From an optimization exercise on the open Yosys and OpenROAD flow, aimed at a short achievable clock period and few clock cycles; shortcuts taken in it are not production practice.
RTL that was checked went through simulation tests only; none was proved equivalent to the original.
For runs 1, 2 and 4, only the layout was checked, not whether the RTL still works.
No activity file was given, so power comes from the tool's default toggle rates.

==> flow/constraint.sdc <==
create_clock -name core_clock -period 8.0 [get_ports {clk}]
set_input_delay 1.6000 -clock core_clock [delete_from_list [all_inputs] [get_ports {clk}]]
set_output_delay 1.6000 -clock core_clock [all_outputs]
set_load 0.01 [all_outputs]
==> flow/run.sh <==
#!/bin/bash
# synth_recipe.tcl (not shown) runs the flow's synth.tcl, then flattens the netlist and writes it again
# the make line also repeats each setting of config.mk as NAME=value (left out here)
make -C /OpenROAD-flow-scripts/flow DESIGN_CONFIG=/design/flow/config.mk WORK_HOME=/design/flow/orfs CLKGATE_MAP_FILE= SYNTH_SCRIPT=/design/flow/synth_recipe.tcl finish
==> flow/design.v <==
`default_nettype none
package mips_pkg;
    localparam int XLEN = 32;
    localparam int RLEN = 5;
    typedef logic [XLEN-1:0] word_t;
    typedef logic [RLEN-1:0] reg_addr_t;
    localparam logic [5:0] OP_SPECIAL = 6'h00;
    localparam logic [5:0] OP_J       = 6'h02;
    localparam logic [5:0] OP_JAL     = 6'h03;
    localparam logic [5:0] OP_BEQ     = 6'h04;
    localparam logic [5:0] OP_BNE     = 6'h05;
    localparam logic [5:0] OP_ADDIU   = 6'h09;
    localparam logic [5:0] OP_ORI     = 6'h0d;
    localparam logic [5:0] OP_LUI     = 6'h0f;
    localparam logic [5:0] OP_LW      = 6'h23;
    localparam logic [5:0] OP_SW      = 6'h2b;
    localparam logic [5:0] FN_JR   = 6'h08;
    localparam logic [5:0] FN_ADDU = 6'h21;
    localparam logic [5:0] FN_SUBU = 6'h23;
    localparam logic [5:0] FN_AND  = 6'h24;
    localparam logic [5:0] FN_OR   = 6'h25;
    localparam logic [5:0] FN_SLT  = 6'h2a;
endpackage
`default_nettype wire
`timescale 1ns/1ps
`default_nettype none
module mips_ks_lvl_n #(
    parameter int D = 1
) (
    input  logic [31:0] g,
    input  logic [31:0] p,
    output logic [31:0] gn,
    output logic [31:0] pn
);
    always_comb begin
        for (int i = 0; i < 32; i++) begin
            if (i >= D) begin
                gn[i] = ~(g[i] | (p[i] & g[i-D]));
                pn[i] = ~(p[i] & p[i-D]);
            end else begin
                gn[i] = ~g[i];
                pn[i] = ~p[i];
            end
        end
    end
endmodule
module mips_ks_lvl_p #(
    parameter int D = 1
) (
    input  logic [31:0] gn,
    input  logic [31:0] pn,
    output logic [31:0] g,
    output logic [31:0] p
);
    always_comb begin
        for (int i = 0; i < 32; i++) begin
            if (i >= D) begin
                g[i] = ~(gn[i] & (pn[i] | gn[i-D]));
                p[i] = ~(pn[i] | pn[i-D]);
            end else begin
                g[i] = ~gn[i];
                p[i] = ~pn[i];
            end
        end
    end
endmodule
module mips_ks_add #(
    parameter bit SUB = 1'b0
) (
    input  mips_pkg::word_t a,
    input  mips_pkg::word_t b,
    output mips_pkg::word_t y
);
    logic [31:0] bb, g0, p0, x0;
    logic [31:0] g1n, p1n, g2, p2, g3n, p3n, g4, p4, g5n, p5n;
    assign bb = SUB ? ~b : b;
    assign x0 = a ^ bb;
    assign g0 = SUB ? ((a & bb) | {31'd0, x0[0]}) : (a & bb);
    assign p0 = x0;
    mips_ks_lvl_n #(.D(1))  u_l1 (.g(g0),   .p(p0),   .gn(g1n), .pn(p1n));
    mips_ks_lvl_p #(.D(2))  u_l2 (.gn(g1n), .pn(p1n), .g(g2),   .p(p2));
    mips_ks_lvl_n #(.D(4))  u_l3 (.g(g2),   .p(p2),   .gn(g3n), .pn(p3n));
    mips_ks_lvl_p #(.D(8))  u_l4 (.gn(g3n), .pn(p3n), .g(g4),   .p(p4));
    mips_ks_lvl_n #(.D(16)) u_l5 (.g(g4),   .p(p4),   .gn(g5n), .pn(p5n));
    assign y = x0 ^ {~g5n[30:0], SUB};
endmodule
module mips_alu (
    input  mips_pkg::word_t a,
    input  mips_pkg::word_t b,
    output mips_pkg::word_t sum,
    output mips_pkg::word_t diff,
    output mips_pkg::word_t and_y,
    output mips_pkg::word_t or_y,
    output logic            lt
);
    mips_ks_add #(.SUB(1'b0)) u_sum  (.a(a), .b(b), .y(sum));
    mips_ks_add #(.SUB(1'b1)) u_diff (.a(a), .b(b), .y(diff));
    assign and_y = a & b;
    assign or_y  = a | b;
    assign lt    = (a[31] ^ b[31]) ? a[31] : diff[31];
endmodule
module mips_opmux_alu (
    input  mips_pkg::word_t sum,
    input  mips_pkg::word_t diff,
    input  mips_pkg::word_t and_y,
    input  mips_pkg::word_t or_y,
    input  logic            lt,
    input  logic [4:0]      sel,    
    output mips_pkg::word_t pa_n,
    output mips_pkg::word_t pb_n
);
    assign pa_n = ~(({32{sel[0]}} & sum) | ({32{sel[1]}} & diff) | {31'd0, sel[4] & lt});
    assign pb_n = ~(({32{sel[2]}} & and_y) | ({32{sel[3]}} & or_y));
endmodule
module mips_opmux_side (
    input  mips_pkg::word_t w1,
    input  mips_pkg::word_t w2,
    input  logic [1:0]      sel,    
    output mips_pkg::word_t pc_n
);
    assign pc_n = ~(({32{sel[0]}} & w1) | ({32{sel[1]}} & w2));
endmodule
module mips_opmux_fin (
    input  mips_pkg::word_t pa_n,
    input  mips_pkg::word_t pb_n,
    input  mips_pkg::word_t pc_n,
    input  mips_pkg::word_t rd_n,
    input  logic            sel_rf_n,
    output mips_pkg::word_t y
);
    assign y = ~(pa_n & pb_n & pc_n & ({32{sel_rf_n}} | rd_n));
endmodule
module mips_opmux (
    input  mips_pkg::word_t sum,
    input  mips_pkg::word_t diff,
    input  mips_pkg::word_t and_y,
    input  mips_pkg::word_t or_y,
    input  logic            lt,
    input  mips_pkg::word_t w1,
    input  mips_pkg::word_t w2,
    input  mips_pkg::word_t w3_n,
    input  logic [7:0]      sel,    
    output mips_pkg::word_t y
);
    mips_pkg::word_t pa_n, pb_n, pc_n;
    mips_opmux_alu u_alu (
        .sum (sum), .diff (diff), .and_y (and_y), .or_y (or_y), .lt (lt),
        .sel (sel[4:0]), .pa_n (pa_n), .pb_n (pb_n)
    );
    mips_opmux_side u_side (.w1 (w1), .w2 (w2), .sel (sel[6:5]), .pc_n (pc_n));
    mips_opmux_fin u_fin (
        .pa_n (pa_n), .pb_n (pb_n), .pc_n (pc_n), .rd_n (w3_n), .sel_rf_n (~sel[7]), .y (y)
    );
endmodule
`default_nettype wire
`timescale 1ns/1ps
`default_nettype none
module mips_decoder (
    input  mips_pkg::word_t     instr,
    output logic                hold_a,    
    output logic                hold_t,    
    output logic                a_zero,    
    output logic                b_imm,     
    output logic                we,        
    output mips_pkg::reg_addr_t dest,
    output logic                is_load,
    output logic                is_store,
    output logic                is_beq,
    output logic                is_bne,
    output logic                is_jr,
    output logic                is_j,      
    output logic                is_jal,
    output logic                is_lui,
    output logic                is_ori,
    output logic                op_add,
    output logic                op_sub,
    output logic                op_and,
    output logic                op_or,
    output logic                op_slt
);
    logic [5:0] op;
    logic [5:0] fn;
    logic       r_type;
    logic       r_add, r_sub, r_and, r_or, r_slt, r_alu;
    logic       addiu, ori, lui, lw, sw, beq, bne, j, jal, jr;
    logic       we_any;
    assign op     = instr[31:26];
    assign fn     = instr[5:0];
    assign r_type = (op == mips_pkg::OP_SPECIAL);
    assign r_add  = r_type && (fn == mips_pkg::FN_ADDU);
    assign r_sub  = r_type && (fn == mips_pkg::FN_SUBU);
    assign r_and  = r_type && (fn == mips_pkg::FN_AND);
    assign r_or   = r_type && (fn == mips_pkg::FN_OR);
    assign r_slt  = r_type && (fn == mips_pkg::FN_SLT);
    assign jr     = r_type && (fn == mips_pkg::FN_JR);
    assign r_alu  = r_add | r_sub | r_and | r_or | r_slt;
    assign addiu  = (op == mips_pkg::OP_ADDIU);
    assign ori    = (op == mips_pkg::OP_ORI);
    assign lui    = (op == mips_pkg::OP_LUI);
    assign lw     = (op == mips_pkg::OP_LW);
    assign sw     = (op == mips_pkg::OP_SW);
    assign beq    = (op == mips_pkg::OP_BEQ);
    assign bne    = (op == mips_pkg::OP_BNE);
    assign j      = (op == mips_pkg::OP_J);
    assign jal    = (op == mips_pkg::OP_JAL);
    assign hold_a   = ~(j | jal | lui | jr);
    assign hold_t   = r_type | beq | bne;
    assign a_zero   = lui | jal;
    assign b_imm    = addiu | ori | lui | lw | sw | jal;
    assign is_load  = lw;
    assign is_store = sw;
    assign is_beq   = beq;
    assign is_bne   = bne;
    assign is_jr    = jr;
    assign is_j     = j | jal;
    assign is_jal   = jal;
    assign is_lui   = lui;
    assign is_ori   = ori;
    assign op_sub   = r_sub;
    assign op_and   = r_and;
    assign op_or    = r_or | ori;
    assign op_slt   = r_slt;
    assign op_add   = r_add | addiu | lui | lw | sw | jal;
    assign dest   = r_type ? instr[15:11] : jal ? 5'd31 : instr[20:16];
    assign we_any = r_alu | addiu | ori | lui | lw | jal;
    assign we     = we_any && (dest != 5'd0);
endmodule
`default_nettype wire
`timescale 1ns/1ps
`default_nettype none
module mips_rf_dec (
    input  mips_pkg::reg_addr_t ra,
    input  logic [31:1]         valid,
    output logic [31:1]         sel
);
    always_comb begin
        for (int i = 1; i < 32; i++) begin
            sel[i] = (ra == i[4:0]) && valid[i];
        end
    end
endmodule
module mips_rf_l1 (
    input  logic [32*32-1:0] regs,    
    input  logic [31:0]      sel,
    output logic [16*32-1:0] g_n
);
    always_comb begin
        for (int k = 0; k < 16; k++) begin
            g_n[k*32 +: 32] = ~(({32{sel[2*k]}}   & regs[(2*k)*32   +: 32])
                              | ({32{sel[2*k+1]}} & regs[(2*k+1)*32 +: 32]));
        end
    end
endmodule
module mips_rf_l2 (
    input  logic [16*32-1:0] g_n,
    output logic [4*32-1:0]  h
);
    always_comb begin
        for (int k = 0; k < 4; k++) begin
            h[k*32 +: 32] = ~(g_n[(4*k)*32 +: 32] & g_n[(4*k+1)*32 +: 32]
                            & g_n[(4*k+2)*32 +: 32] & g_n[(4*k+3)*32 +: 32]);
        end
    end
endmodule
module mips_rf_l3 (
    input  logic [4*32-1:0] h,
    output mips_pkg::word_t rd_n
);
    assign rd_n = ~(h[0 +: 32] | h[32 +: 32] | h[64 +: 32] | h[96 +: 32]);
endmodule
module mips_rf_mux (
    input  logic [31*32-1:0] regs,
    input  logic [31:1]      sel,
    output mips_pkg::word_t  rd_n
);
    logic [16*32-1:0] g_n;
    logic [4*32-1:0]  h;
    mips_rf_l1 u_l1 (.regs({regs, 32'd0}), .sel({sel, 1'b0}), .g_n(g_n));
    mips_rf_l2 u_l2 (.g_n(g_n), .h(h));
    mips_rf_l3 u_l3 (.h(h), .rd_n(rd_n));
endmodule
module mips_regfile (
    input  logic                clk,
    input  logic                arst_n,
    input  mips_pkg::reg_addr_t ra1,
    input  mips_pkg::reg_addr_t ra2,
    input  logic                we,
    input  mips_pkg::reg_addr_t wa,
    input  mips_pkg::word_t     wd,
    output mips_pkg::word_t     rd1_n,
    output mips_pkg::word_t     rd2_n
);
    logic [31*32-1:0] regs;
    logic [31:1]      valid;
    logic [31:1]      sel1, sel2;
    always_ff @(posedge clk or negedge arst_n) begin
        if (!arst_n) begin
            valid <= '0;
        end else if (we) begin
            for (int i = 1; i < 32; i++) begin
                if (wa == i[4:0]) valid[i] <= 1'b1;
            end
        end
    end
    always_ff @(posedge clk) begin
        if (we) begin
            for (int i = 1; i < 32; i++) begin
                if (wa == i[4:0]) regs[(i-1)*32 +: 32] <= wd;
            end
        end
    end
    mips_rf_dec u_dec1 (.ra(ra1), .valid(valid), .sel(sel1));
    mips_rf_dec u_dec2 (.ra(ra2), .valid(valid), .sel(sel2));
    mips_rf_mux u_mux1 (.regs(regs), .sel(sel1), .rd_n(rd1_n));
    mips_rf_mux u_mux2 (.regs(regs), .sel(sel2), .rd_n(rd2_n));
endmodule
`default_nettype wire
`timescale 1ns/1ps
`default_nettype none
module mips_hazard_unit (
    input  mips_pkg::reg_addr_t f_rs,
    input  mips_pkg::reg_addr_t f_rt,
    input  logic                f_hold_a,
    input  logic                f_hold_t,
    input  mips_pkg::reg_addr_t x_dest,
    input  logic                x_we,
    input  logic                x_load,
    input  mips_pkg::reg_addr_t m_dest,
    input  logic                m_we,
    output logic                stall,
    output logic                a_x,      
    output logic                a_m,      
    output logic                a_ld,     
    output logic                t_x,
    output logic                t_m,
    output logic                t_ld
);
    logic hit_a_x, hit_t_x;
    assign hit_a_x = x_we && (x_dest == f_rs);
    assign hit_t_x = x_we && (x_dest == f_rt);
    assign a_x  = hit_a_x;
    assign t_x  = hit_t_x;
    assign a_m  = m_we && (m_dest == f_rs);
    assign t_m  = m_we && (m_dest == f_rt);
    assign a_ld = hit_a_x && x_load;
    assign t_ld = hit_t_x && x_load;
    assign stall = (a_ld && f_hold_a) || (t_ld && f_hold_t);
endmodule
`default_nettype wire
`timescale 1ns/1ps
`default_nettype none
module mips_core #(
    parameter mips_pkg::word_t RESET_PC = 32'h0000_3000
) (
    input  logic       clk,
    input  logic       arst_n,
    output mips_pkg::word_t      i_inst_addr,
    input  mips_pkg::word_t      i_inst_rdata,
    output mips_pkg::word_t      m_data_addr,
    input  mips_pkg::word_t      m_data_rdata,
    output mips_pkg::word_t      m_data_wdata,
    output logic [3:0] m_data_byteen,
    output logic       w_grf_we,
    output mips_pkg::reg_addr_t  w_grf_addr,
    output mips_pkg::word_t      w_grf_wdata,
    output mips_pkg::word_t      w_inst_addr
);
    mips_pkg::word_t     f_pc_out;
    mips_pkg::word_t     f_pc_in;
    mips_pkg::word_t     f_pc;
    mips_pkg::word_t     f_pc4;
    mips_pkg::word_t     f_pc8;
    mips_pkg::word_t     f_instr;
    mips_pkg::word_t     f_rf1_n;
    mips_pkg::word_t     f_rf2_n;
    mips_pkg::word_t     f_imm;
    logic                f_hold_a, f_hold_t, f_a_zero, f_b_imm, f_we;
    mips_pkg::reg_addr_t f_dest;
    logic                f_load, f_store, f_beq, f_bne, f_jr, f_j, f_jal, f_lui, f_ori;
    logic                f_add, f_sub, f_and, f_or, f_slt;
    logic                f_stall;
    logic                f_a_x, f_a_m, f_a_ld, f_t_x, f_t_m, f_t_ld;
    logic [4:0]          x_ops;
    logic [7:0]          f_sel_a, f_sel_t, f_sel_b;
    mips_pkg::word_t     f_opa, f_opb, f_opt;
    mips_pkg::word_t     f_npc;
    mips_pkg::word_t     x_pc;
    mips_pkg::word_t     x_opa, x_opb, x_opt;
    mips_pkg::word_t     x_pc4;
    mips_pkg::word_t     x_off;
    mips_pkg::word_t     x_jt;
    mips_pkg::word_t     x_btgt;
    logic                x_a_ld, x_t_ld;
    logic                x_we;
    mips_pkg::reg_addr_t x_dest;
    logic                x_load, x_store, x_beq, x_bne, x_jr, x_j;
    logic                x_add, x_sub, x_and, x_or, x_slt;
    mips_pkg::word_t     x_sum, x_diff, x_and_y, x_or_y, x_y;
    logic                x_lt;
    mips_pkg::word_t     x_cmp_a, x_cmp_t;
    logic                x_eq, x_redirect;
    mips_pkg::word_t     x_npc;
    mips_pkg::word_t     m_pc;
    mips_pkg::word_t     m_res;
    mips_pkg::word_t     m_addr;
    mips_pkg::word_t     m_wdata;
    logic                m_we;
    mips_pkg::reg_addr_t m_dest;
    logic                m_load;
    logic                m_store;
    mips_pkg::word_t     m_wd;
    mips_pkg::word_t     w_pc;
    mips_pkg::word_t     w_res;
    logic                w_we;
    mips_pkg::reg_addr_t w_dest;
    assign i_inst_addr = f_pc_out ^ RESET_PC;
    assign f_pc        = ~f_pc_in ^ RESET_PC;
    assign f_instr     = i_inst_rdata;
    assign f_pc4       = f_pc + 32'd4;
    assign f_pc8       = f_pc + 32'd8;
    mips_decoder u_decoder (
        .instr    (f_instr),
        .hold_a   (f_hold_a),
        .hold_t   (f_hold_t),
        .a_zero   (f_a_zero),
        .b_imm    (f_b_imm),
        .we       (f_we),
        .dest     (f_dest),
        .is_load  (f_load),
        .is_store (f_store),
        .is_beq   (f_beq),
        .is_bne   (f_bne),
        .is_jr    (f_jr),
        .is_j     (f_j),
        .is_jal   (f_jal),
        .is_lui   (f_lui),
        .is_ori   (f_ori),
        .op_add   (f_add),
        .op_sub   (f_sub),
        .op_and   (f_and),
        .op_or    (f_or),
        .op_slt   (f_slt)
    );
    mips_regfile u_regfile (
        .clk    (clk),
        .arst_n (arst_n),
        .ra1    (f_instr[25:21]),
        .ra2    (f_instr[20:16]),
        .we     (m_we),
        .wa     (m_dest),
        .wd     (m_wd),
        .rd1_n  (f_rf1_n),
        .rd2_n  (f_rf2_n)
    );
    mips_hazard_unit u_hazard (
        .f_rs    (f_instr[25:21]),
        .f_rt    (f_instr[20:16]),
        .f_hold_a (f_hold_a),
        .f_hold_t (f_hold_t),
        .x_dest  (x_dest),
        .x_we    (x_we),
        .x_load  (x_load),
        .m_dest  (m_dest),
        .m_we    (m_we),
        .stall   (f_stall),
        .a_x     (f_a_x),
        .a_m     (f_a_m),
        .a_ld    (f_a_ld),
        .t_x     (f_t_x),
        .t_m     (f_t_m),
        .t_ld    (f_t_ld)
    );
    always_comb begin
        if (f_jal)      f_imm = f_pc8;
        else if (f_lui) f_imm = {f_instr[15:0], 16'h0000};
        else if (f_ori) f_imm = {16'h0000, f_instr[15:0]};
        else            f_imm = {{16{f_instr[15]}}, f_instr[15:0]};
    end
    assign x_ops = {x_slt, x_or, x_and, x_sub, x_add};
    assign f_sel_a = f_a_zero ? 8'd0
                   : f_a_x    ? {3'b000, x_ops}
                   : f_a_m    ? 8'b00100000
                   :            8'b10000000;
    assign f_sel_t = f_t_x    ? {3'b000, x_ops}
                   : f_t_m    ? 8'b00100000
                   :            8'b10000000;
    assign f_sel_b = f_b_imm  ? 8'b01000000 : f_sel_t;
    mips_opmux u_opa (
        .sum (x_sum), .diff (x_diff), .and_y (x_and_y), .or_y (x_or_y), .lt (x_lt),
        .w1 (m_wd), .w2 ('0), .w3_n (f_rf1_n), .sel (f_sel_a), .y (f_opa)
    );
    mips_opmux u_opt (
        .sum (x_sum), .diff (x_diff), .and_y (x_and_y), .or_y (x_or_y), .lt (x_lt),
        .w1 (m_wd), .w2 ('0), .w3_n (f_rf2_n), .sel (f_sel_t), .y (f_opt)
    );
    mips_opmux u_opb (
        .sum (x_sum), .diff (x_diff), .and_y (x_and_y), .or_y (x_or_y), .lt (x_lt),
        .w1 (m_wd), .w2 (f_imm), .w3_n (f_rf2_n), .sel (f_sel_b), .y (f_opb)
    );
    always_ff @(posedge clk or negedge arst_n) begin
        if (!arst_n) begin
            x_we    <= 1'b0;
            x_load  <= 1'b0;
            x_store <= 1'b0;
            x_beq   <= 1'b0;
            x_bne   <= 1'b0;
            x_jr    <= 1'b0;
            x_j     <= 1'b0;
        end else begin
            x_we    <= f_we    & ~f_stall;
            x_load  <= f_load  & ~f_stall;
            x_store <= f_store & ~f_stall;
            x_beq   <= f_beq   & ~f_stall;
            x_bne   <= f_bne   & ~f_stall;
            x_jr    <= f_jr    & ~f_stall;
            x_j     <= f_j     & ~f_stall;
        end
    end
    always_ff @(posedge clk) begin
        x_dest <= f_dest;
        x_pc   <= f_pc;
        x_opa  <= f_opa;
        x_opb  <= f_opb;
        x_opt  <= f_opt;
        x_pc4  <= f_pc4;
        x_off  <= {{14{f_instr[15]}}, f_instr[15:0], 2'b00};
        x_jt   <= {f_pc4[31:28], f_instr[25:0], 2'b00};
        x_a_ld <= f_a_ld;
        x_t_ld <= f_t_ld;
        x_add  <= f_add;
        x_sub  <= f_sub;
        x_and  <= f_and;
        x_or   <= f_or;
        x_slt  <= f_slt;
    end
    mips_alu u_alu (
        .a     (x_opa),
        .b     (x_opb),
        .sum   (x_sum),
        .diff  (x_diff),
        .and_y (x_and_y),
        .or_y  (x_or_y),
        .lt    (x_lt)
    );
    mips_opmux u_res (
        .sum (x_sum), .diff (x_diff), .and_y (x_and_y), .or_y (x_or_y), .lt (x_lt),
        .w1 ('0), .w2 ('0), .w3_n ('1), .sel ({3'b000, x_ops}), .y (x_y)
    );
    assign x_cmp_a = x_a_ld ? m_data_rdata : x_opa;
    assign x_cmp_t = x_t_ld ? m_data_rdata : x_opt;
    assign x_eq    = (x_opa == x_opt);
    mips_ks_add #(.SUB(1'b0)) u_btgt (.a(x_pc4), .b(x_off), .y(x_btgt));
    assign x_redirect = x_j | x_jr | (x_eq ? x_beq : x_bne);
    assign x_npc      = x_jr ? x_cmp_a : x_j ? x_jt : x_btgt;
    mips_npc u_npc (
        .redirect (x_redirect),
        .tgt      (x_npc),
        .stall    (f_stall),
        .pc       (f_pc),
        .pc4      (f_pc4),
        .npc      (f_npc)
    );
    always_ff @(posedge clk or negedge arst_n) begin
        if (!arst_n) begin
            f_pc_out <= '0;
            f_pc_in  <= '1;
        end else begin
            f_pc_out <= f_npc ^ RESET_PC;
            f_pc_in  <= ~(f_npc ^ RESET_PC);
        end
    end
    always_ff @(posedge clk or negedge arst_n) begin
        if (!arst_n) begin
            m_we    <= 1'b0;
            m_load  <= 1'b0;
            m_store <= 1'b0;
        end else begin
            m_we    <= x_we;
            m_load  <= x_load;
            m_store <= x_store;
        end
    end
    always_ff @(posedge clk) begin
        m_dest  <= x_dest;
        m_pc    <= x_pc;
        m_res   <= x_y;
        m_addr  <= x_sum;
        m_wdata <= x_cmp_t;
    end
    assign m_data_addr   = m_addr;
    assign m_data_wdata  = m_wdata;
    assign m_data_byteen = {4{m_store}};
    assign m_wd = m_load ? m_data_rdata : m_res;
    always_ff @(posedge clk or negedge arst_n) begin
        if (!arst_n) begin
            w_we <= 1'b0;
        end else begin
            w_we <= m_we;
        end
    end
    always_ff @(posedge clk) begin
        w_dest <= m_dest;
        w_pc   <= m_pc;
        w_res  <= m_wd;
    end
    assign w_grf_we    = w_we;
    assign w_grf_addr  = w_dest;
    assign w_grf_wdata = w_res;
    assign w_inst_addr = w_pc;
endmodule
module mips_npc (
    input  logic            redirect,
    input  mips_pkg::word_t tgt,
    input  logic            stall,
    input  mips_pkg::word_t pc,
    input  mips_pkg::word_t pc4,
    output mips_pkg::word_t npc
);
    assign npc = stall ? pc : (redirect ? tgt : pc4);
endmodule
`default_nettype wire
==> flow/config.mk <==
export PLATFORM = sky130hd
export DESIGN_NAME = mips_core
export DESIGN_NICKNAME = mips_core
export VERILOG_FILES = /design/flow/design.v
export SDC_FILE = /design/flow/constraint.sdc
export NUM_CORES = 8
export LEC_CHECK = 0
export CAP_MARGIN = 20
export CORE_MARGIN = 2
export CORE_UTILIZATION = 50
export PLACE_DENSITY = 0.62
export SETUP_SLACK_MARGIN = 5
export SLEW_MARGIN = 20
export SYNTH_HIERARCHICAL = 1
export SYNTH_MINIMUM_KEEP_SIZE = 0
==> results of run 1 <==
[cell type report]
cell class,count,share of cell area [%]
Clock inverter,77,1.01
Sequential cell,1496,49.0
Antenna cell,8,0.0242
Tap cell,1794,2.71
Multi-Input combinational cell,3887,35.1
Timing Repair Buffer,456,5.81
Clock buffer,218,5.37
Inverter,206,0.946
[layer usage]
layer | global-route usage [%] | share of wire, % | vias to the layer above
met5 | 0.0343 | 0.014 | -
met4 | 19.1 | 6.7 | 6
met3 | 8.97 | 12 | 1016
met2 | 59.2 | 44 | 4855
met1 | 51.9 | 37 | 28600
li1 | - | - | 23600
[sequential cells by signal (all words and copies together) (netlist names), 27 cells and up]
signal           count
u_regfile.regs     992
f_pc_in             32
f_pc_out            32
m_addr              32
m_pc                32
m_res               32
m_wdata             32
w_pc                32
w_res               32
x_opa               32
x_opb               32
x_opt               32
u_regfile.valid     31
x_pc4               31
x_pc                30
x_jt                27
[power by group through the flow]
stage                     combinational, mW  sequential (mW)  clock (mW)
after floorplan                        2.52             9.53           0
after global placement                 4.20             9.71           0
after detailed placement               4.19             9.72           0
after CTS                              4.19             9.57        7.51
after global routing                   4.74             9.63        7.82
final                                  4.52             9.60        7.45
[worst max-delay path by stage]
stage	start	end	slack (ps)
after floorplan	i_inst_rdata[28]	x_we$_DFF_PN0_	4660
after global placement	i_inst_rdata[18]	x_opt[25]$_DFF_P_	2670
after detailed placement	i_inst_rdata[18]	x_opt[19]$_DFF_P_	2630
after CTS	i_inst_rdata[23]	x_opa[15]$_DFF_P_	4990
after global routing	i_inst_rdata[22]	x_opa[10]$_DFF_P_	4890
final	i_inst_rdata[22]	x_opa[8]$_DFF_P_	4850
[worst max-delay path, delay by kind of cell]
kind	cells	cell delay, ps
and+or+nand+nor	4	1390
buffers and inverters	3	470
AOI/OAI and AO/OA	2	320
[placed cells by master (no fill, tap or decap), drive strengths merged, types with 77 or more instances in the layout]
cell and n:
edfxtp 992, inv 212, dfxtp 398, nand4 271, nor2 198, a21oi 281, clkbuf 240, a22oi 1404
nor4 77, nand2 219, clkdlybuf4s15 88, buf 269, xnor2 177, o2111ai 128, ha 100, conb 257
o21ai 206
[stage by stage]
step	util, %	power (mW)	setup slack, ps
final	60.1	21.6	4850
after CTS	58.6	21.3	4990
after floorplan	-	12.1	4660
after global routing	60.1	22.2	4890
after detailed placement	53.4	13.9	2630
after global placement	53.4	13.9	2670
[repair_timing]
action | CTS | global route
gates resized for setup | 829 | 368
pin swaps | 82 | 116
endpoints found under the setup margin | 344 | 187
cloned | 22 | 18
setup buffers | 58 | 34
==> metrics.cfg, run 1 <==
[run_status]
status = complete, no violations

[setup_path]
crit_arrival_ps = 3830
max_stage_delay_ps = 520
critPathKind = in2reg
startpoint_type = primary input
reg2reg_depth = 10
crit_chain = buf_12 -> and3b_2 -> and3_4 -> buf_16 -> buf_6 -> a22oi_1 -> nand4_1 -> nor4_4 -> o2111ai_1
cp_max_fo = 11
crit_slowest_cell = nor4_4
crit_path_end_kind = register
worstReg2RegEnd = x_opa[7]$_DFF_P_
r2r_slack_ps = 4960
regToRegStartpoint = x_opb[2]$_DFF_P_
required_ps = 8680

[clock_tree]
clkSinkCount = 1496
h-tree-depth = 4
cts_max_path_buffers = 3
cts_tree = built
numCtsBuffers = 159
path_clk_slew_ps = 60
cts_root_buf = clkbuf_16
clock_latency_ps = 820
postCtsHoldBufs = 0

[pwr]
total_leakage_power_nw = 27.6
combPwrFrac_pct = 21.0
ir_drop_uv = 205
p_int_mw = 14.8
swShare_pct = 31.2
seq_power_share_pct = 44.5
clock_power_share_pct = 34.5
power-per-cell-area_mw_per_mm2 = 260
power.switching_mw = 6.74

[worst_hold_path]
worstHoldPathCells = 0
min_from = m_pc[4]$_DFF_P_
hold_class = reg2reg
hold_path_end = w_pc[4]$_DFF_P_

[synth]
netlist_area_mm2 = 0.0696
synthCells = 5699
avgSynthCellArea_um2 = 12.2
yosysWarnings = 16

[drt]
drt_iter0_drc = 9871
ant_nets = 0
wl_per_cell_um = 35.7
route.detailed.drc = 0
vias = 58000
drt_pass1_iterations = 14
wirelength_mm = 291
via_per_inst = 7.13

[sta]
maxSlewViolCount = 0
final.period_utilization_pct = 39.4
timing.fmax_mhz = 317
hold_viol = 0
fin_setup_tns_ps = 0
rsz0062_at_grt = true
finalSetupViolations = 0
slew-limit-headroom_pct = 15.9
tightestPinTransition_ps = 1260
min_period_ps = 3150
timing.hold.ws_ps = 314
fin_skew_ps = 48.9

[finish]
design_area_mm2 = 0.0828
register_area_mm2 = 0.0406
area_delta_synth_final_pct = 19.1
final_cells = 8142
nets = 6372
multi_input_area_mm2 = 0.0291
drive_above_1_share_pct = 19.6
fillers = 11000

[placed_design]
port_buffers = 235
routabilityCongestion = 1.04
dp_hpwl_mm = 184
placedCellCount = 7707
placed_cell_area_mm2 = 0.0736

[floorplanning]
pin_count = 236
rows = 136
die_h_um = 377
die-width_um = 377
start_util_pct = 50.5
core-area_mm2 = 0.138
dieArea_mm2 = 0.142

[global_routing]
grt_pass1_wl_mm = 394
grt_overflow = 0
grt_max_degree = 66
grt_pass1_vias = 53000
antenna_found_initial = 11
grt_usage_pct = 38.7

[job]
cap_violations = 0

==> inputs of run 2 (changes only) <==
==> flow/flow/run.sh (new file) <==
#!/bin/bash
set -euo pipefail
bash standard.sh synth > synth.log 2>&1
bash standard.sh SETUP_SLACK_MARGIN=5.8 MATCH_CELL_FOOTPRINT=0 finish > layout.log 2>&1
==> flow/standard.sh (new file) <==
#!/bin/bash
# synth_recipe.tcl (not shown) runs the flow's synth.tcl, then flattens the netlist and writes it again
# the make line also repeats each setting of config.mk as NAME=value (left out here)
make -C /OpenROAD-flow-scripts/flow DESIGN_CONFIG=/design/flow/config.mk WORK_HOME=/design/flow/orfs CLKGATE_MAP_FILE= SYNTH_SCRIPT=/design/flow/synth_recipe.tcl "${@:-finish}"
--- a/flow/config.mk
+++ b/flow/config.mk
@@ -8,6 +8,6 @@
 export CAP_MARGIN = 20
 export CORE_MARGIN = 2
-export CORE_UTILIZATION = 50
-export PLACE_DENSITY = 0.62
+export CORE_UTILIZATION = 40
+export PLACE_DENSITY = 0.55
 export SETUP_SLACK_MARGIN = 5
 export SLEW_MARGIN = 20
removed: flow/run.sh
==> metrics.cfg, run 2 <==
[setup_path]
crit_chain = buf_16 -> buf_4 -> nor2b_1 -> and3_4 -> buf_12 -> a22oi_1 -> nand4_1 -> nor4_4 -> o2111ai_1  ; was buf_12 -> and3b_2 -> and3_4 -> buf_16 -> buf_6 -> a22oi_1 -> nand4_1 -> nor4_4 -> o2111ai_1
cp_max_fo = 32  ; was 11
crit_arrival_ps = 3940  ; was 3830 ps
crit_slowest_cell = nor4_4  ; unchanged
critPathKind = in2reg  ; unchanged
max_stage_delay_ps = 640  ; was 520 ps
crit_path_end_kind = register  ; unchanged
required_ps = 8680  ; about the same
startpoint_type = primary input  ; unchanged

[sta]
slew-limit-headroom_pct = 14.8  ; was 15.9%
timing.fmax_mhz = 306  ; was 317 MHz
finalSetupViolations = 0  ; unchanged
fin_setup_tns_ps = 0  ; unchanged
rsz0062_at_grt = true  ; unchanged
final.period_utilization_pct = 40.8  ; was 39.4%
layout_setup_ws_ps = 4730  ; was 4850 ps
maxSlewViolCount = 0  ; unchanged
timing.hold.ws_ps = 321  ; was 314 ps
fin_skew_ps = 78.7  ; was 48.9 ps
min_period_ps = 3270  ; was 3150 ps
hold_viol = 0  ; unchanged
tightestPinTransition_ps = 1270  ; was 1260 ps

[finish]
mostFrequentLayoutCell = a22oi_1  ; unchanged
largest_register_ffs = 992  ; unchanged
nets = 6694  ; was 6372
layout_common_cells = a22oi_1 (1106), edfxtp_1 (992), a22oi_2 (298)  ; was a22oi_1 (1325), edfxtp_1 (992), dfxtp_1 (332)
design_area_mm2 = 0.0942  ; was 0.0828 mm²
area_delta_synth_final_pct = 35.5  ; was 19.1%
final_cells = 9005  ; was 8142
largest_register = u_regfile.regs  ; unchanged
drive_above_1_share_pct = 39.0  ; was 19.6%
fillers = 14200  ; was 11000

[global_routing]
grt_overflow = 0  ; unchanged
grt_pass1_vias = 57100  ; was 53000
grt_max_degree = 66  ; unchanged
grt_usage_pct = 36.8  ; was 38.7%
grt_pass1_wl_mm = 460  ; was 394 mm
antenna_found_initial = 15  ; was 11

[synth]
avgSynthCellArea_um2 = 12.2  ; unchanged
yosysWarnings = 16  ; unchanged
synthCells = 5699  ; unchanged
netlist_area_mm2 = 0.0696  ; unchanged

[clock_tree]
clkSinkCount = 1496  ; unchanged
cts_root_buf = clkbuf_16  ; unchanged
cts_max_path_buffers = 3  ; unchanged
cts_tree = built  ; unchanged
path_clk_slew_ps = 60  ; about the same
h-tree-depth = 4  ; unchanged
numCtsBuffers = 165  ; was 159
clock_latency_ps = 860  ; was 820 ps

[floorplanning]
rows = 153  ; was 136
die-width_um = 421  ; was 377 µm
dieArea_mm2 = 0.177  ; was 0.142 mm²
start_util_pct = 40.1  ; was 50.5%
pin_count = 236  ; unchanged
core-area_mm2 = 0.173  ; was 0.138 mm²
die_h_um = 421  ; was 377 µm

[drt]
drt_pass1_iterations = 10  ; was 14
drt_iter0_drc = 9450  ; was 9871
via_per_inst = 6.78  ; was 7.13
ant_nets = 0  ; unchanged
vias = 61100  ; was 58000
route.detailed.drc = 0  ; unchanged
wirelength_mm = 344  ; was 291 mm
wl_per_cell_um = 38.2  ; was 35.7 µm

[placed_design]
routabilityCongestion = 0.995  ; was 1.04
dp_hpwl_mm = 190  ; was 184 mm
place_ws_ps = 2420  ; was 2630 ps
placed_cell_area_mm2 = 0.0752  ; was 0.0736 mm²
placedCellCount = 8225  ; was 7707
port_buffers = 235  ; unchanged

[worst_hold_path]
hold_class = reg2reg  ; unchanged

[pwr]
power-per-cell-area_mw_per_mm2 = 250  ; was 260 mW/mm²
total_leakage_power_nw = 31.4  ; was 27.6 nW
ir_drop_uv = 187  ; was 205 µV

[job]
cap_violations = 0  ; unchanged

[run_status]
status = complete, no violations  ; unchanged

[run 2: critical path, delay by kind of cell]
family                 cells  cell delay [ps]
buffers and inverters      3              420
and+or+nand+nor            4             1420
AOI/OAI and AO/OA          2              440
[run 2: final timing paths]
path	from	end	slack, ps	cells after the start
max	i_inst_rdata[22]	x_opa[27]$_DFF_P_	4730	9
min	m_pc[23]$_DFF_P_	w_pc[23]$_DFF_P_	320	0
max reg2reg	x_opt[29]$_DFF_P_	f_pc_out[23]$_DFF_PN0_	5100	11
min reg2reg	m_pc[23]$_DFF_P_	w_pc[23]$_DFF_P_	320	0
max in group asynchronous	arst_n	f_pc_in[28]$_DFF_PN1_	6090	2
min in group asynchronous	arst_n	u_regfile.valid[12]$_DFFE_PN0P_	870	1
[run 2: per-stage QoR]
stage	utilization (%)	power, mW
2_1_floorplan	-	12.1
3_3_place_gp	43.4	14.0
3_5_place_dp	43.4	14.0
4_1_cts	52.1	22.6
5_1_grt	54.4	24.2
6_report	54.4	23.6
[run 2: cell type report]
class,count,area (µm²),area share [%]
diodes,13,32.5,0.0345
multi-input cells,3927,35700,37.9
inverters,206,813,0.863
well taps,2325,2910,3.09
flip-flops and latches,1496,40700,43.2
repair buffers,732,8500,9.02
clock inverters,96,1110,1.18
clock buffers,210,4460,4.73
[run 2: power breakdown]
part           leakage [nW]  total, mW  switching, mW  internal [mW]
Combinational          15.3       5.98           3.63           2.35
Clock                  2.68       7.88           3.40           4.48
Sequential             13.4       9.71          0.613           9.09
[run 2: per-layer routing]
metal  wire length (µm)  global-route usage, %
met1             122000                   46.1
met2             147000                   54.5
met3              41200                   9.40
met4              33900                   28.4
met5                 42                      0
[run 2: repair_timing]
action	CTS	global route
endpoints found under the setup margin	1569	1090
hold buffers	0	0
buffers inserted	246	97
pin swaps	368	276
resized for setup	1938	653
gates cloned	109	9
==> inputs of run 3 (changes only) <==
--- a/flow/design.v
+++ b/flow/design.v
@@ -158,6 +158,7 @@
 module mips_decoder (
     input  mips_pkg::word_t     instr,
-    output logic                hold_a,    
-    output logic                hold_t,    
+    output logic                alu_a,     
+    output logic                alu_t,     
+    output logic                cmp,       
     output logic                a_zero,    
     output logic                b_imm,     
@@ -204,6 +205,7 @@
     assign j      = (op == mips_pkg::OP_J);
     assign jal    = (op == mips_pkg::OP_JAL);
-    assign hold_a   = ~(j | jal | lui | jr);
-    assign hold_t   = r_type | beq | bne;
+    assign alu_a    = r_alu | addiu | ori | lw | sw;
+    assign alu_t    = r_alu;
+    assign cmp      = beq | bne;
     assign a_zero   = lui | jal;
     assign b_imm    = addiu | ori | lui | lw | sw | jal;
@@ -321,6 +323,7 @@
     input  mips_pkg::reg_addr_t f_rs,
     input  mips_pkg::reg_addr_t f_rt,
-    input  logic                f_hold_a,
-    input  logic                f_hold_t,
+    input  logic                f_alu_a,
+    input  logic                f_alu_t,
+    input  logic                f_cmp,
     input  mips_pkg::reg_addr_t x_dest,
     input  logic                x_we,
@@ -345,5 +348,5 @@
     assign a_ld = hit_a_x && x_load;
     assign t_ld = hit_t_x && x_load;
-    assign stall = (a_ld && f_hold_a) || (t_ld && f_hold_t);
+    assign stall = (a_ld && (f_alu_a || f_cmp)) || (t_ld && (f_alu_t || f_cmp));
 endmodule
 `default_nettype wire
@@ -375,5 +378,5 @@
     mips_pkg::word_t     f_rf2_n;
     mips_pkg::word_t     f_imm;
-    logic                f_hold_a, f_hold_t, f_a_zero, f_b_imm, f_we;
+    logic                f_alu_a, f_alu_t, f_cmp, f_a_zero, f_b_imm, f_we;
     mips_pkg::reg_addr_t f_dest;
     logic                f_load, f_store, f_beq, f_bne, f_jr, f_j, f_jal, f_lui, f_ori;
@@ -421,6 +424,7 @@
     mips_decoder u_decoder (
         .instr    (f_instr),
-        .hold_a   (f_hold_a),
-        .hold_t   (f_hold_t),
+        .alu_a    (f_alu_a),
+        .alu_t    (f_alu_t),
+        .cmp      (f_cmp),
         .a_zero   (f_a_zero),
         .b_imm    (f_b_imm),
@@ -456,6 +460,7 @@
         .f_rs    (f_instr[25:21]),
         .f_rt    (f_instr[20:16]),
-        .f_hold_a (f_hold_a),
-        .f_hold_t (f_hold_t),
+        .f_alu_a (f_alu_a),
+        .f_alu_t (f_alu_t),
+        .f_cmp   (f_cmp),
         .x_dest  (x_dest),
         .x_we    (x_we),
@@ -553,12 +558,5 @@
     assign x_redirect = x_j | x_jr | (x_eq ? x_beq : x_bne);
     assign x_npc      = x_jr ? x_cmp_a : x_j ? x_jt : x_btgt;
-    mips_npc u_npc (
-        .redirect (x_redirect),
-        .tgt      (x_npc),
-        .stall    (f_stall),
-        .pc       (f_pc),
-        .pc4      (f_pc4),
-        .npc      (f_npc)
-    );
+    assign f_npc = x_redirect ? x_npc : f_stall ? f_pc : f_pc4;
     always_ff @(posedge clk or negedge arst_n) begin
         if (!arst_n) begin
@@ -609,13 +607,3 @@
     assign w_inst_addr = w_pc;
 endmodule
-module mips_npc (
-    input  logic            redirect,
-    input  mips_pkg::word_t tgt,
-    input  logic            stall,
-    input  mips_pkg::word_t pc,
-    input  mips_pkg::word_t pc4,
-    output mips_pkg::word_t npc
-);
-    assign npc = stall ? pc : (redirect ? tgt : pc4);
-endmodule
 `default_nettype wire
==> flow/run.sh (new file) <==
#!/bin/bash
# synth_recipe.tcl (not shown) runs the flow's synth.tcl, then flattens the netlist and writes it again
# the make line also repeats each setting of config.mk as NAME=value (left out here)
make -C /OpenROAD-flow-scripts/flow DESIGN_CONFIG=/design/flow/config.mk WORK_HOME=/design/flow/orfs CLKGATE_MAP_FILE= SYNTH_SCRIPT=/design/flow/synth_recipe.tcl finish
removed: flow/flow/run.sh
removed: flow/standard.sh
==> metrics.cfg, run 3 <==
[run_status]
status = complete, no violations  ; unchanged

[setup_path]
regToRegStartpoint = x_opa[19]$_DFF_P_  ; was x_opt[29]$_DFF_P_
r2r_slack_ps = 4950  ; was 5100 ps
crit_arrival_ps = 3860  ; was 3940 ps
crit_chain = clkbuf_16 -> and2_2 -> and3_4 -> buf_12 -> a22oi_1 -> nand4_1 -> nor4_4 -> o2111ai_1  ; was buf_16 -> buf_4 -> nor2b_1 -> and3_4 -> buf_12 -> a22oi_1 -> nand4_1 -> nor4_4 -> o2111ai_1
crit_path_end_kind = register  ; unchanged
required_ps = 8700  ; was 8680 ps
cp_max_fo = 16  ; was 32
startpoint_type = primary input  ; unchanged
max_stage_delay_ps = 640  ; about the same
worstReg2RegEnd = f_pc_out[28]$_DFF_PN0_  ; was f_pc_out[23]$_DFF_PN0_
crit_slowest_cell = nor4_4  ; unchanged
startpoint = i_inst_rdata[21]  ; was i_inst_rdata[22]
crit_end = x_opa[9]$_DFF_P_  ; was x_opa[27]$_DFF_P_
critPathKind = in2reg  ; unchanged
reg2reg_depth = 7  ; was 11

[synth]
netlist_area_mm2 = 0.0699  ; was 0.0696 mm²
synthCells = 5691  ; was 5699
yosysWarnings = 16  ; unchanged
avgSynthCellArea_um2 = 12.3  ; was 12.2 µm²

[global_routing]
grt_pass1_wl_mm = 422  ; was 460 mm
grt_use_met1_pct = 42.3  ; was 46.1%
grt_max_degree = 65  ; was 66
grt_util_met3_pct = 8.91  ; was 9.40%
antenna_found_initial = 6  ; was 15
top_usage_layer = met2  ; unchanged
grt_use_met2_pct = 50.6  ; was 54.5%
grt_overflow = 0  ; unchanged
grt_usage_pct = 33.2  ; was 36.8%
grt_pass1_vias = 54300  ; was 57100

[clock_tree]
numCtsBuffers = 164  ; was 165
cts_tree = built  ; unchanged
cts_root_buf = clkbuf_16  ; unchanged
path_clk_slew_ps = 60  ; about the same
cts_max_path_buffers = 3  ; unchanged
clock_latency_ps = 850  ; was 860 ps
postCtsHoldBufs = 0  ; unchanged
clkSinkCount = 1496  ; unchanged
h-tree-depth = 4  ; unchanged

[finish]
register_area_mm2 = 0.0405  ; was 0.0407 mm²
largest_register = u_regfile.regs  ; unchanged
final_cells = 8722  ; was 9005
nets = 6421  ; was 6694
drive_above_1_share_pct = 22.5  ; was 39.0%
multi_input_area_mm2 = 0.0297  ; was 0.0357 mm²
mostFrequentLayoutCell = a22oi_1  ; unchanged
fillers = 15400  ; was 14200
layout_common_cells = a22oi_1 (1314), edfxtp_1 (992), dfxtp_1 (350)  ; was a22oi_1 (1106), edfxtp_1 (992), a22oi_2 (298)
largest_register_ffs = 992  ; unchanged
area_delta_synth_final_pct = 21.8  ; was 35.5%

[pwr]
total_leakage_power_nw = 28.2  ; was 31.4 nW
power-per-cell-area_mw_per_mm2 = 263  ; was 250 mW/mm²
ir_drop_uv = 236  ; was 187 µV

[drt]
route.detailed.drc = 0  ; unchanged
wl_per_cell_um = 36.5  ; was 38.2 µm
drt_pass1_iterations = 8  ; was 10
vias = 58500  ; was 61100
via_per_inst = 6.71  ; was 6.78
ant_nets = 0  ; unchanged
wirelength_mm = 319  ; was 344 mm
drt_iter0_drc = 9701  ; was 9450

[floorplanning]
pin_count = 236  ; unchanged
start_util_pct = 40.2  ; was 40.1%
dieArea_mm2 = 0.178  ; was 0.177 mm²
core-area_mm2 = 0.174  ; was 0.173 mm²
die-width_um = 422  ; was 421 µm
die_h_um = 422  ; was 421 µm
rows = 153  ; unchanged

[sta]
fin_setup_tns_ps = 0  ; unchanged
maxSlewViolCount = 0  ; unchanged
slew-limit-headroom_pct = 13.6  ; was 14.8%
hold_viol = 0  ; unchanged
rsz0062_at_grt = true  ; unchanged
timing.fmax_mhz = 317  ; was 306 MHz
min_period_ps = 3160  ; was 3270 ps
finalSetupViolations = 0  ; unchanged
fin_skew_ps = 38.1  ; was 78.7 ps
tightestPinTransition_ps = 1290  ; was 1270 ps
final.period_utilization_pct = 39.4  ; was 40.8%

[placed_design]
port_buffers = 235  ; unchanged
placedCellCount = 8237  ; was 8225
dp_hpwl_mm = 196  ; was 190 mm
routabilityCongestion = 1.02  ; was 0.995

[job]
cap_violations = 0  ; unchanged

[worst_hold_path]
hold_class = reg2reg  ; unchanged
worstHoldPathCells = 0  ; unchanged

## run 3: cell count changes in the layout (fill, tap and decap cells not counted), moves of 73 or more
cell	change
nor2_1	+92
buf_2	+73
a21oi_1	+146
o21ai_2	-89
a22oi_1	+208
xnor2_1	+75
o21ai_1	+81
a22oi_2	-206
ha_1	+80
buf_6	-142
buf_4	-77
a21oi_4	-81
dfxtp_1	+94
## run 3: timing repair
| action | 4_1_cts | 5_1_grt |
|---|---|---|
| gates cloned | 29 | 26 |
| endpoints found under the setup margin | 358 | 192 |
| resized for setup | 1186 | 332 |
| buffers inserted | 64 | 58 |
| pin swaps | 98 | 164 |
## run 3: how the worst min path moves through the flow
| stage | slack (ps) | from | end |
|---|---|---|---|
| detailed placement | 310 | x_pc[14]$_DFF_P_ | m_pc[14]$_DFF_P_ |
| floorplan | 310 | x_pc[10]$_DFF_P_ | m_pc[10]$_DFF_P_ |
| finish | 330 | m_pc[17]$_DFF_P_ | w_pc[17]$_DFF_P_ |
| global placement | 310 | x_pc[11]$_DFF_P_ | m_pc[11]$_DFF_P_ |
| CTS | 330 | x_pc[22]$_DFF_P_ | m_pc[22]$_DFF_P_ |
| global route | 330 | m_pc[11]$_DFF_P_ | w_pc[11]$_DFF_P_ |
## run 3: cell type report
class,instances,area share [%]
antenna,5,0.0147
clock buffer,204,5.18
clock inverter,99,1.32
inverter,170,0.761
multi-input combinational,3902,34.9
sequential,1496,47.6
tap,2325,3.42
timing repair buffer,521,6.83
## run 3: power breakdown
| group | total (mW) | internal [mW] | switching [mW] | leakage [nW] |
|---|---|---|---|---|
| logic | 4.90 | 1.74 | 3.16 | 12.6 |
| clock network | 7.84 | 4.48 | 3.36 | 2.70 |
| registers | 9.68 | 9.08 | 0.602 | 12.9 |
| total | 22.4 | 15.3 | 7.12 | 28.2 |
## run 3: critical path: cells and delay by family
| kind | cells | cell delay (ps) |
|---|---|---|
| and+or+nand+nor | 4 | 1550 |
| AOI/OAI and AO/OA | 2 | 360 |
| buffers and inverters | 2 | 310 |
## run 3: through the flow
stage                     util (%)  setup WS [ps]  area (µm²)  hold WS (ps)  power (mW)
after detailed placement      43.0           2780       74800           312        14.4
after global placement        43.0           2800       74800           312        14.4
after CTS                     47.6           4920       82800           326        22.2
final                         49.0           4840       85200           325        22.4
after floorplan                  -           4310       71300           310        12.3
after global routing          49.0           4870       85200           330        23.1
## run 3: metal layers
metal  share of wire [%]  wire (µm)
met1                  37     117000
met2                  44     140000
met3                  12      38800
met4                 7.0      22500
met5               0.030         95
Testbench counts of run 3, summed over its fixed seeds: cycles 44,457.
==> inputs of run 4 (changes only) <==
--- a/flow/design.v
+++ b/flow/design.v
@@ -158,7 +158,6 @@
 module mips_decoder (
     input  mips_pkg::word_t     instr,
-    output logic                alu_a,     
-    output logic                alu_t,     
-    output logic                cmp,       
+    output logic                hold_a,    
+    output logic                hold_t,    
     output logic                a_zero,    
     output logic                b_imm,     
@@ -205,7 +204,6 @@
     assign j      = (op == mips_pkg::OP_J);
     assign jal    = (op == mips_pkg::OP_JAL);
-    assign alu_a    = r_alu | addiu | ori | lw | sw;
-    assign alu_t    = r_alu;
-    assign cmp      = beq | bne;
+    assign hold_a   = ~(j | jal | lui | jr);
+    assign hold_t   = r_type | beq | bne;
     assign a_zero   = lui | jal;
     assign b_imm    = addiu | ori | lui | lw | sw | jal;
@@ -236,8 +234,10 @@
     output logic [31:1]         sel
 );
+    logic [3:0] hi;
+    logic [7:0] lo;
     always_comb begin
-        for (int i = 1; i < 32; i++) begin
-            sel[i] = (ra == i[4:0]) && valid[i];
-        end
+        for (int i = 0; i < 4; i++) hi[i] = (ra[4:3] == i[1:0]);
+        for (int i = 0; i < 8; i++) lo[i] = (ra[2:0] == i[2:0]);
+        for (int i = 1; i < 32; i++) sel[i] = hi[i >> 3] & lo[i & 7] & valid[i];
     end
 endmodule
@@ -323,7 +323,6 @@
     input  mips_pkg::reg_addr_t f_rs,
     input  mips_pkg::reg_addr_t f_rt,
-    input  logic                f_alu_a,
-    input  logic                f_alu_t,
-    input  logic                f_cmp,
+    input  logic                f_hold_a,
+    input  logic                f_hold_t,
     input  mips_pkg::reg_addr_t x_dest,
     input  logic                x_we,
@@ -348,5 +347,5 @@
     assign a_ld = hit_a_x && x_load;
     assign t_ld = hit_t_x && x_load;
-    assign stall = (a_ld && (f_alu_a || f_cmp)) || (t_ld && (f_alu_t || f_cmp));
+    assign stall = (a_ld && f_hold_a) || (t_ld && f_hold_t);
 endmodule
 `default_nettype wire
@@ -378,5 +377,5 @@
     mips_pkg::word_t     f_rf2_n;
     mips_pkg::word_t     f_imm;
-    logic                f_alu_a, f_alu_t, f_cmp, f_a_zero, f_b_imm, f_we;
+    logic                f_hold_a, f_hold_t, f_a_zero, f_b_imm, f_we;
     mips_pkg::reg_addr_t f_dest;
     logic                f_load, f_store, f_beq, f_bne, f_jr, f_j, f_jal, f_lui, f_ori;
@@ -385,14 +384,17 @@
     logic                f_a_x, f_a_m, f_a_ld, f_t_x, f_t_m, f_t_ld;
     logic [4:0]          x_ops;
-    logic [7:0]          f_sel_a, f_sel_t, f_sel_b;
-    mips_pkg::word_t     f_opa, f_opb, f_opt;
+    logic [7:0]          f_sel_a, f_sel_b;
+    mips_pkg::word_t     f_opa, f_opb;
     mips_pkg::word_t     f_npc;
     mips_pkg::word_t     x_pc;
-    mips_pkg::word_t     x_opa, x_opb, x_opt;
+    mips_pkg::word_t     x_opa, x_opb;
+    mips_pkg::word_t     x_rt_rf;
+    logic                x_sd_x, x_sd_m;
+    mips_pkg::word_t     x_sd;
     mips_pkg::word_t     x_pc4;
     mips_pkg::word_t     x_off;
     mips_pkg::word_t     x_jt;
     mips_pkg::word_t     x_btgt;
-    logic                x_a_ld, x_t_ld;
+    logic                x_a_ld;
     logic                x_we;
     mips_pkg::reg_addr_t x_dest;
@@ -401,5 +403,5 @@
     mips_pkg::word_t     x_sum, x_diff, x_and_y, x_or_y, x_y;
     logic                x_lt;
-    mips_pkg::word_t     x_cmp_a, x_cmp_t;
+    mips_pkg::word_t     x_cmp_a;
     logic                x_eq, x_redirect;
     mips_pkg::word_t     x_npc;
@@ -424,7 +426,6 @@
     mips_decoder u_decoder (
         .instr    (f_instr),
-        .alu_a    (f_alu_a),
-        .alu_t    (f_alu_t),
-        .cmp      (f_cmp),
+        .hold_a   (f_hold_a),
+        .hold_t   (f_hold_t),
         .a_zero   (f_a_zero),
         .b_imm    (f_b_imm),
@@ -460,7 +461,6 @@
         .f_rs    (f_instr[25:21]),
         .f_rt    (f_instr[20:16]),
-        .f_alu_a (f_alu_a),
-        .f_alu_t (f_alu_t),
-        .f_cmp   (f_cmp),
+        .f_hold_a (f_hold_a),
+        .f_hold_t (f_hold_t),
         .x_dest  (x_dest),
         .x_we    (x_we),
@@ -487,16 +487,12 @@
                    : f_a_m    ? 8'b00100000
                    :            8'b10000000;
-    assign f_sel_t = f_t_x    ? {3'b000, x_ops}
+    assign f_sel_b = f_b_imm  ? 8'b01000000
+                   : f_t_x    ? {3'b000, x_ops}
                    : f_t_m    ? 8'b00100000
                    :            8'b10000000;
-    assign f_sel_b = f_b_imm  ? 8'b01000000 : f_sel_t;
     mips_opmux u_opa (
         .sum (x_sum), .diff (x_diff), .and_y (x_and_y), .or_y (x_or_y), .lt (x_lt),
         .w1 (m_wd), .w2 ('0), .w3_n (f_rf1_n), .sel (f_sel_a), .y (f_opa)
     );
-    mips_opmux u_opt (
-        .sum (x_sum), .diff (x_diff), .and_y (x_and_y), .or_y (x_or_y), .lt (x_lt),
-        .w1 (m_wd), .w2 ('0), .w3_n (f_rf2_n), .sel (f_sel_t), .y (f_opt)
-    );
     mips_opmux u_opb (
         .sum (x_sum), .diff (x_diff), .and_y (x_and_y), .or_y (x_or_y), .lt (x_lt),
@@ -527,10 +523,11 @@
         x_opa  <= f_opa;
         x_opb  <= f_opb;
-        x_opt  <= f_opt;
+        x_rt_rf <= ~f_rf2_n;
+        x_sd_x  <= f_t_x;
+        x_sd_m  <= f_t_m;
         x_pc4  <= f_pc4;
         x_off  <= {{14{f_instr[15]}}, f_instr[15:0], 2'b00};
         x_jt   <= {f_pc4[31:28], f_instr[25:0], 2'b00};
         x_a_ld <= f_a_ld;
-        x_t_ld <= f_t_ld;
         x_add  <= f_add;
         x_sub  <= f_sub;
@@ -553,10 +550,17 @@
     );
     assign x_cmp_a = x_a_ld ? m_data_rdata : x_opa;
-    assign x_cmp_t = x_t_ld ? m_data_rdata : x_opt;
-    assign x_eq    = (x_opa == x_opt);
+    assign x_eq    = (x_opa == x_opb);
+    assign x_sd = x_sd_x ? m_wd : x_sd_m ? w_res : x_rt_rf;
     mips_ks_add #(.SUB(1'b0)) u_btgt (.a(x_pc4), .b(x_off), .y(x_btgt));
     assign x_redirect = x_j | x_jr | (x_eq ? x_beq : x_bne);
     assign x_npc      = x_jr ? x_cmp_a : x_j ? x_jt : x_btgt;
-    assign f_npc = x_redirect ? x_npc : f_stall ? f_pc : f_pc4;
+    mips_npc u_npc (
+        .redirect (x_redirect),
+        .tgt      (x_npc),
+        .stall    (f_stall),
+        .pc       (f_pc),
+        .pc4      (f_pc4),
+        .npc      (f_npc)
+    );
     always_ff @(posedge clk or negedge arst_n) begin
         if (!arst_n) begin
@@ -584,5 +588,5 @@
         m_res   <= x_y;
         m_addr  <= x_sum;
-        m_wdata <= x_cmp_t;
+        m_wdata <= x_sd;
     end
     assign m_data_addr   = m_addr;
@@ -607,3 +611,13 @@
     assign w_inst_addr = w_pc;
 endmodule
+module mips_npc (
+    input  logic            redirect,
+    input  mips_pkg::word_t tgt,
+    input  logic            stall,
+    input  mips_pkg::word_t pc,
+    input  mips_pkg::word_t pc4,
+    output mips_pkg::word_t npc
+);
+    assign npc = stall ? pc : (redirect ? tgt : pc4);
+endmodule
 `default_nettype wire
==> metrics.cfg, run 4 <==
[run_status]
status = complete, no violations  ; unchanged

[setup_path]
crit_arrival_ps = 3890  ; was 3860 ps
crit_chain = buf_12 -> nor2b_4 -> and3_4 -> buf_12 -> a22oi_1 -> nand4_1 -> nor4_4 -> o2111ai_2  ; was clkbuf_16 -> and2_2 -> and3_4 -> buf_12 -> a22oi_1 -> nand4_1 -> nor4_4 -> o2111ai_1
path_common_cell = buf_12
required_ps = 8690  ; was 8700 ps
max_stage_delay_ps = 770  ; was 640 ps
cp_num_buf_inv = 2  ; unchanged
startpoint = i_inst_rdata[23]  ; was i_inst_rdata[21]
crit_slowest_cell = nor4_4  ; unchanged
path_depth = 8  ; unchanged
regToRegStartpoint = f_pc_in[3]$_DFF_PN1_  ; was x_opa[19]$_DFF_P_
critPathKind = in2reg  ; unchanged
crit_path_end_kind = register  ; unchanged
cp_top_family = simple AND/OR/NAND/NOR gates  ; unchanged
startpoint_type = primary input  ; unchanged
cp_max_fo = 16  ; unchanged
reg2reg_depth = 9  ; was 7

[finish]
register_area_mm2 = 0.0406  ; was 0.0405 mm²
largest_register = u_regfile.regs  ; unchanged
drive_above_1_share_pct = 22.4  ; was 22.5%
fillers = 15000  ; was 15400
multi_input_area_mm2 = 0.0282  ; was 0.0297 mm²
largest_register_ffs = 992  ; unchanged
layout_common_cells = a22oi_1 (1171), edfxtp_1 (992), dfxtp_1 (334)  ; was a22oi_1 (1314), edfxtp_1 (992), dfxtp_1 (350)
area_delta_synth_final_pct = 22.7  ; was 21.8%
mostFrequentLayoutCell = a22oi_1  ; unchanged
nets = 6403  ; was 6421

[drt]
route.detailed.drc = 0  ; unchanged
via_per_inst = 6.64  ; was 6.71
vias = 57600  ; was 58500
wirelength_mm = 319  ; about the same
drt_pass1_iterations = 8  ; unchanged
drt_iter0_drc = 9519  ; was 9701
wl_per_cell_um = 36.7  ; was 36.5 µm
ant_nets = 0  ; unchanged

[clock_tree]
h-tree-depth = 4  ; unchanged
clock_latency_ps = 840  ; was 850 ps
clkSinkCount = 1497  ; was 1496
cts_max_path_buffers = 3  ; unchanged
numCtsBuffers = 160  ; was 164
cts_root_buf = clkbuf_16  ; unchanged
path_clk_slew_ps = 60  ; about the same
cts_tree = built  ; unchanged
postCtsHoldBufs = 0  ; unchanged

[pwr]
fin_total_pwr_mw = 21.7  ; was 22.4 mW
total_leakage_power_nw = 28.3  ; was 28.2 nW
ir_drop_uv = 155  ; was 236 µV
power-per-cell-area_mw_per_mm2 = 257  ; was 263 mW/mm²

[placed_design]
port_buffers = 235  ; unchanged
place_ws_ps = 2660  ; was 2780 ps
routabilityCongestion = 0.993  ; was 1.02
dp_hpwl_mm = 195  ; was 196 mm

[sta]
timing.fmax_mhz = 313  ; was 317 MHz
fin_setup_tns_ps = 0  ; unchanged
rsz0062_at_grt = true  ; unchanged
maxSlewViolCount = 0  ; unchanged
fin_skew_ps = 51.5  ; was 38.1 ps
hold_viol = 0  ; unchanged
min_period_ps = 3200  ; was 3160 ps
finalSetupViolations = 0  ; unchanged
final.period_utilization_pct = 40.0  ; was 39.4%
layout_setup_ws_ps = 4800  ; was 4840 ps
tightestPinTransition_ps = 1240  ; was 1290 ps
timing.hold.ws_ps = 312  ; was 325 ps
slew-limit-headroom_pct = 15.1  ; was 13.6%

[worst_hold_path]
min_from = x_pc[4]$_DFF_P_  ; was m_pc[17]$_DFF_P_
worstHoldPathCells = 0  ; unchanged
hold_class = reg2reg  ; unchanged

[global_routing]
grt_pass1_vias = 52400  ; was 54300
grt_max_degree = 66  ; was 65
antenna_found_initial = 6  ; unchanged
grt_usage_pct = 33.2  ; about the same
grt_overflow = 0  ; unchanged
grt_pass1_wl_mm = 410  ; was 422 mm

[floorplanning]
rows = 152  ; was 153
core-area_mm2 = 0.171  ; was 0.174 mm²
dieArea_mm2 = 0.175  ; was 0.178 mm²
die-width_um = 419  ; was 422 µm
pin_count = 236  ; unchanged
start_util_pct = 40.2  ; about the same
die_h_um = 419  ; was 422 µm

[job]
cap_violations = 0  ; unchanged

[synth]
yosysWarnings = 16  ; unchanged
netlist_area_mm2 = 0.0688  ; was 0.0699 mm²
avgSynthCellArea_um2 = 12.2  ; was 12.3 µm²
synthCells = 5650  ; was 5691

run 4: report_power, final:
group          total (mW)  internal [mW]  switching [mW]
Sequential           9.61           9.09           0.519
Combinational        4.37           1.53            2.84
Clock                7.71           4.43            3.27
Total                21.7           15.0            6.63
run 4: metal layers:
metal / routed length, µm / up-vias / track usage, % / share of wire [%]
met5: 14 / - / 0 / 0.0044
met4: 25000 / 2 / 19.7 / 7.9
met3: 39000 / 961 / 8.73 / 12
met2: 142000 / 4520 / 51.5 / 44
met1: 113000 / 28800 / 41.8 / 35
li1: - / 23300 / - / -
run 4: path summary, 6_finish.rpt:
check | slack, ps | endpoint
setup / recovery | 4800 | x_opa[7]$_DFF_P_
hold / removal | 310 | m_pc[4]$_DFF_P_
setup reg to reg | 4970 | x_opb[27]$_DFF_P_
hold reg to reg | 310 | m_pc[4]$_DFF_P_
max in group asynchronous | 5780 | u_regfile.valid[11]$_DFFE_PN0P_
min in group asynchronous | 830 | f_pc_out[13]$_DFF_PN0_
run 4: area by class of cell:
type	count	share of cell area [%]
repair buffers	564	7.63
flip-flops and latches	1497	48.1
multi-input cells	3778	33.4
clock inverters	89	1.21
well taps	2310	3.42
clock buffers	202	5.15
diodes	8	0.0237
inverters	236	1.06
run 4: stage by stage:
stage / area, µm² / instances / utilization (%)
finish: 84400 / 8684 / 49.3
detailed placement: 73500 / 8160 / 42.9
global route: 84400 / 8676 / 49.3
global placement: 73500 / 8160 / 42.9
CTS: 80900 / 8533 / 47.2
floorplan: 69900 / 5866 / -
run 4: repair_timing:
action	CTS	global route
pin swaps	92	174
gates resized for setup	1093	394
setup endpoints to repair	339	156
cloned	23	41
hold endpoints to repair	0	0
buffers inserted	59	102

==> static timing again, ports no longer ideal <==
Ports are ideal in the flow. The routed layouts listed here were re-timed in OpenROAD. Step 1 sets driving cells, clkbuf_16 on the clock port and buf_2 on the other inputs (assumed; they add their load-dependent delay and slew). Step 2, shift: input delay + t, output delay - t, t = (earliest + latest rising clock arrival at the registers) / 2. This alone moves slack from input paths to output paths. Slacks: no drivers / after step 1 / after step 2; pairs: no drivers / after step 1.
run | t, ns | setup WS [ns] | worst setup path after step 2 | latest minus earliest clock arrival (ns) | pins driven straight from the clock port
run 1 | 0.885 | 4.848 / 4.862 / 3.977 | input to register | 0.051 / 0.051 | 1
run 2 | 0.909 | 4.734 / 4.712 / 3.803 | input to register | 0.079 / 0.080 | 1
run 3 | 0.931 | 4.844 / 4.734 / 3.802 | input to register | 0.052 / 0.053 | 1
run 4 | 0.901 | 4.802 / 4.764 / 3.863 | input to register | 0.057 / 0.057 | 1
After both steps setup and hold are still met in every run listed. For run 3, which loses most, drivers alone change the setup slack by -0.110 ns; drivers and shift together by -1.042 ns.
